This is an optimization exercise on Yosys and OpenROAD, whose aim is small area, not a production implementation.
Only simulation tests tie the RTL to the original design; equivalence was not proved.
No activity file was given, so power comes from the tool's default toggle rates.

Setup of amber:
==> flow/design.v <==
module processor (
  input  logic        clk,
  input  logic        reset,
  input  logic [31:0] instruction,
  output logic [31:0] addr,
  output logic [31:0] out,
  output logic        sys_dne,
  output logic        rw
);
  localparam logic [5:0] OP_AND = 6'd6;
  localparam logic [5:0] OP_OR  = 6'd7;
  localparam logic [5:0] OP_XOR = 6'd8;
  localparam logic [5:0] OP_NOT = 6'd9;
  localparam logic [5:0] OP_LI  = 6'd10;
  logic [31:0] pc_q;
  logic [3:0]  ph_q;
  logic        started_q;    
  always_ff @(posedge clk or negedge reset) begin
    if (!reset) begin
      pc_q      <= '0;
      ph_q      <= '0;
      started_q <= 1'b0;
    end else begin
      {pc_q, ph_q} <= {pc_q, ph_q} + 36'd1;
      if (ph_q == 4'd15) started_q <= 1'b1;
    end
  end
  logic [5:0] op;
  logic [4:0] rs, rt, rd, dst;
  logic       is_and, is_or, is_xor, is_not, is_li, wr;
  assign op  = instruction[31:26];
  assign rs  = instruction[25:21];
  assign rt  = instruction[20:16];
  assign rd  = instruction[15:11];
  assign is_and = (op == OP_AND);
  assign is_or  = (op == OP_OR);
  assign is_xor = (op == OP_XOR);
  assign is_not = (op == OP_NOT);
  assign is_li  = (op == OP_LI);
  assign wr     = is_and | is_or | is_xor | is_not | is_li;
  assign dst    = is_li ? rs : (is_not ? rt : rd);
  logic [31:0][15:0] lo_q;
  logic [31:0]       col0;      
  logic [31:0]       we;
  logic a, b, res;
  logic [3:0] wsel_hi;
  logic [7:0] wsel_lo;
  always_comb begin
    wsel_hi = '0;
    wsel_hi[dst[4:3]] = wr;
    wsel_lo = '0;
    wsel_lo[dst[2:0]] = 1'b1;
  end
  logic [7:0] a1, b1;
  logic [1:0] a2, b2;
  for (genvar k = 0; k < 8; k++) begin : g_rd1
    assign a1[k] = col0[4 * k + rs[1:0]];
    assign b1[k] = col0[4 * k + rt[1:0]];
  end
  for (genvar k = 0; k < 2; k++) begin : g_rd2
    assign a2[k] = a1[4 * k + rs[3:2]];
    assign b2[k] = b1[4 * k + rt[3:2]];
  end
  assign a = a2[rs[4]];
  assign b = b2[rt[4]];
  always_comb begin
    if (is_li)       res = instruction[ph_q];
    else if (is_not) res = ~a;
    else if (is_and) res = a & b;
    else if (is_or)  res = a | b;
    else             res = a ^ b;
  end
  for (genvar i = 0; i < 32; i++) begin : g_reg
    assign col0[i] = lo_q[i][0];
    assign we[i]   = wsel_hi[i / 8] & wsel_lo[i % 8];
    always_ff @(posedge clk) begin
      lo_q[i] <= {(we[i] ? res : lo_q[i][0]), lo_q[i][15:1]};
    end
  end
  logic [31:0] hr_q;
  logic [3:0]  tap;
  logic [1:0]  j_rs, j_rt, j_dst;
  logic        cap_a, cap_b, ins;
  logic        ha_q, hb_q, hres;
  assign tap   = {hr_q[24], hr_q[16], hr_q[8], hr_q[0]};
  assign j_rs  = {rs[4] ^ pc_q[0], rs[3]};
  assign j_rt  = {rt[4] ^ pc_q[0], rt[3]};
  assign j_dst = (dst[4:3] - 2'd1) ^ {pc_q[0], 1'b0};
  assign cap_a = ~ph_q[3] & (ph_q[2:0] == rs[2:0]);
  assign cap_b = ~ph_q[3] & (ph_q[2:0] == rt[2:0]);
  assign ins   = wr & ph_q[3] & (ph_q[2:0] == dst[2:0]);
  always_ff @(posedge clk) begin
    if (cap_a) ha_q <= tap[j_rs];
    if (cap_b) hb_q <= tap[j_rt];
  end
  always_comb begin
    if (is_li)       hres = 1'b0;
    else if (is_not) hres = ~ha_q;
    else if (is_and) hres = ha_q & hb_q;
    else if (is_or)  hres = ha_q | hb_q;
    else             hres = ha_q ^ hb_q;
  end
  always_ff @(posedge clk) begin
    hr_q <= {hr_q[0], hr_q[31:1]};
    if (ins) begin
      case (j_dst)
        2'd0: hr_q[31] <= hres;
        2'd1: hr_q[7]  <= hres;
        2'd2: hr_q[15] <= hres;
        default: hr_q[23] <= hres;
      endcase
    end
  end
  logic [15:0] out_lo_q;
  logic        out_hi_q;
  always_ff @(posedge clk) begin
    out_lo_q <= {(wr ? res : (out_lo_q[0] & started_q)), out_lo_q[15:1]};
    if (ph_q == 4'd15) out_hi_q <= wr ? hres : (out_hi_q & started_q);
  end
  assign sys_dne = started_q & (ph_q == 4'd0);
  assign addr    = pc_q;
  assign out     = {{16{out_hi_q}}, out_lo_q};
  assign rw      = 1'b0;
endmodule
==> flow/config.mk <==
export PLATFORM = sky130hd
export DESIGN_NAME = processor
export DESIGN_NICKNAME = processor
export VERILOG_FILES = /design/flow/design.v
export SDC_FILE = /design/flow/constraint.sdc
export NUM_CORES = 4
export LEC_CHECK = 0
export CAP_MARGIN = 20
export CORE_MARGIN = 2
export CORE_UTILIZATION = 65
export PLACE_DENSITY = 0.75
export SLEW_MARGIN = 20
==> flow/constraint.sdc <==
create_clock -name core_clock -period 6.0 [get_ports {clk}]
set_input_delay 1.2000 -clock core_clock [delete_from_list [all_inputs] [get_ports {clk}]]
set_output_delay 1.2000 -clock core_clock [all_outputs]
set_load 0.01 [all_outputs]
standard.sh (not shown) runs the stock make flow with config.mk's settings and CLKGATE_MAP_FILE= SYNTH_SCRIPT=/design/flow/synth_recipe.tcl, a recipe that flattens the netlist after the stock synthesis.
==> flow/flow/run.sh <==
#!/bin/bash
# Layout flow: the standard ORFS flow (standard.sh), with
#  - synthesis as standard.sh's, but an area-oriented ABC script for the
#    combinational logic (flow/my_synth.tcl, flow/abc_area.script);
#  - the smallest buffer (buf_1) for the port buffers;
#  - a clock tree of clkbuf_4 clusters, without dummy loads.
# Each step's output goes to its own log in the work folder.
set -euo pipefail
W=$(pwd)
export FLOW_SYNTH_TCL="$W/synth_recipe.tcl"
export FLOW_ABC_SCRIPT="$W/flow/abc_area.script"
export BUFFER_PORTS_ARGS="-buffer_cell sky130_fd_sc_hd__buf_1"
export CTS_ARGS="-sink_clustering_enable -repair_clock_nets -buf_list sky130_fd_sc_hd__clkbuf_4 -sink_clustering_size 12 -sink_clustering_max_diameter 40 -dont_use_dummy_load"
bash standard.sh SYNTH_SCRIPT="$W/flow/my_synth.tcl" synth > log_synth.txt 2>&1
bash standard.sh floorplan > log_floorplan.txt 2>&1
bash standard.sh place > log_place.txt 2>&1
bash standard.sh cts > log_cts.txt 2>&1
bash standard.sh route > log_route.txt 2>&1
bash standard.sh finish > log_finish.txt 2>&1
==> flow/flow/abc_area.script <==
strash
dc2
dch -f
amap -m -F 4 -A 8
topo
==> flow/flow/my_synth.tcl <==
# The standard synthesis (synth_recipe.tcl in the work folder), with one
# change: ABC maps the combinational logic with an area-oriented script
# (flow/abc_area.script) instead of ORFS's delay-oriented one. Everything
# else, the flip-flop mapping included, is unchanged, so the registers keep
# the standard synthesis's names and cell types.
proc abc {args} {
  set i [lsearch -exact $args -script]
  if { $i >= 0 } { lset args [expr { $i + 1 }] $::env(FLOW_ABC_SCRIPT) }
  set j [lsearch -exact $args -D]
  if { $j >= 0 } { set args [lreplace $args $j [expr { $j + 1 }]] }
  yosys abc {*}$args
}
source $::env(FLOW_SYNTH_TCL)
Here is what was changed in the inputs of indigo compared with amber.
--- a/flow/design.v
+++ b/flow/design.v
@@ -14,15 +14,30 @@
   localparam logic [5:0] OP_LI  = 6'd10;
   logic [31:0] pc_q;
   logic [3:0]  ph_q;
   logic        started_q;    
+  logic [31:0] pc_d;
+  logic [3:0]  byte_cin;
+  logic [32:0] cy;
+  assign byte_cin[0] = (ph_q == 4'd15);
+  assign byte_cin[1] = byte_cin[0] & (&pc_q[7:0]);
+  assign byte_cin[2] = byte_cin[1] & (&pc_q[15:8]);
+  assign byte_cin[3] = byte_cin[2] & (&pc_q[23:16]);
+  for (genvar i = 0; i < 32; i++) begin : g_inc
+    logic c;
+    if (i % 8 == 0) assign c = byte_cin[i / 8];
+    else            assign c = cy[i];
+    assign pc_d[i]   = pc_q[i] ^ c;
+    assign cy[i + 1] = pc_q[i] & c;
+  end
   always_ff @(posedge clk or negedge reset) begin
     if (!reset) begin
       pc_q      <= '0;
       ph_q      <= '0;
       started_q <= 1'b0;
     end else begin
-      {pc_q, ph_q} <= {pc_q, ph_q} + 36'd1;
+      ph_q <= ph_q + 4'd1;
+      pc_q <= pc_d;
       if (ph_q == 4'd15) started_q <= 1'b1;
     end
   end
   logic [5:0] op;
[summary]
- Comparing amber and indigo, power density over the cells is lower on amber.
- Compared with amber, in indigo fmax has increased, vertical extent of the die has remained practically unchanged.
- Diff amber -> indigo | netlist area before placement | down slightly
- Average detailed-routed wire length per instance (indigo vs. amber) increases slightly
- [compare] base=amber new=indigo: part of the Yosys area used for sequential elements climbed 0.45 points, fraction of power consumed by combinational cells level, final cell count dropped 62.
- Start-to-end type of the worst setup path: flip-flop to flip-flop -> amber, input port to flip-flop -> indigo
- Changes observed in indigo relative to amber: fraction of the mapped netlist area in simple logic gates now sits lower, global-route usage fell by 0.35 points.
- indigo ended with every stage complete and zero timing, DRC or antenna violations.
- No stage failed in amber, and the final checks on the layout all came back clean.
- indigo ended up with lo_q[287] as its capture point of the worst path; amber ended up with pc_q[30].
- The run showing the smaller post-synthesis share of cell area spent on full adders, half adders and majority gates is amber.
- Of indigo and amber, it is indigo that has the higher area growth from synthesis to layout.

-- re-timing with driven ports --
In the flow no input, the clock included, has a driving cell. The finished layouts below were timed again as built, in two steps.
Step 1 assumes that a clkbuf_16 drives the clock port and a buf_2 every other input.
Step 2 also shifts input and output timing later by t, the mid clock arrival at the registers, as if the neighbouring blocks saw the same clock.
Slacks: ideal ports / drivers / drivers and shift; pairs: ideal ports / drivers.
| run | shift t [ns] | slack for setup (ns) | worst setup path after step 2 | worst slew at a driven data input, ns |
|---|---|---|---|---|
| amber | 0.714 | 1.222 / 1.222 / 0.794 | input to register | 0.08 |
| indigo | 0.708 | 1.475 / 1.460 / 0.752 | input to register | 0.05 |
After both steps setup and hold are still met in every run listed. For indigo, which loses most, drivers alone change the setup slack by -0.015 ns; drivers and shift together by -0.723 ns.
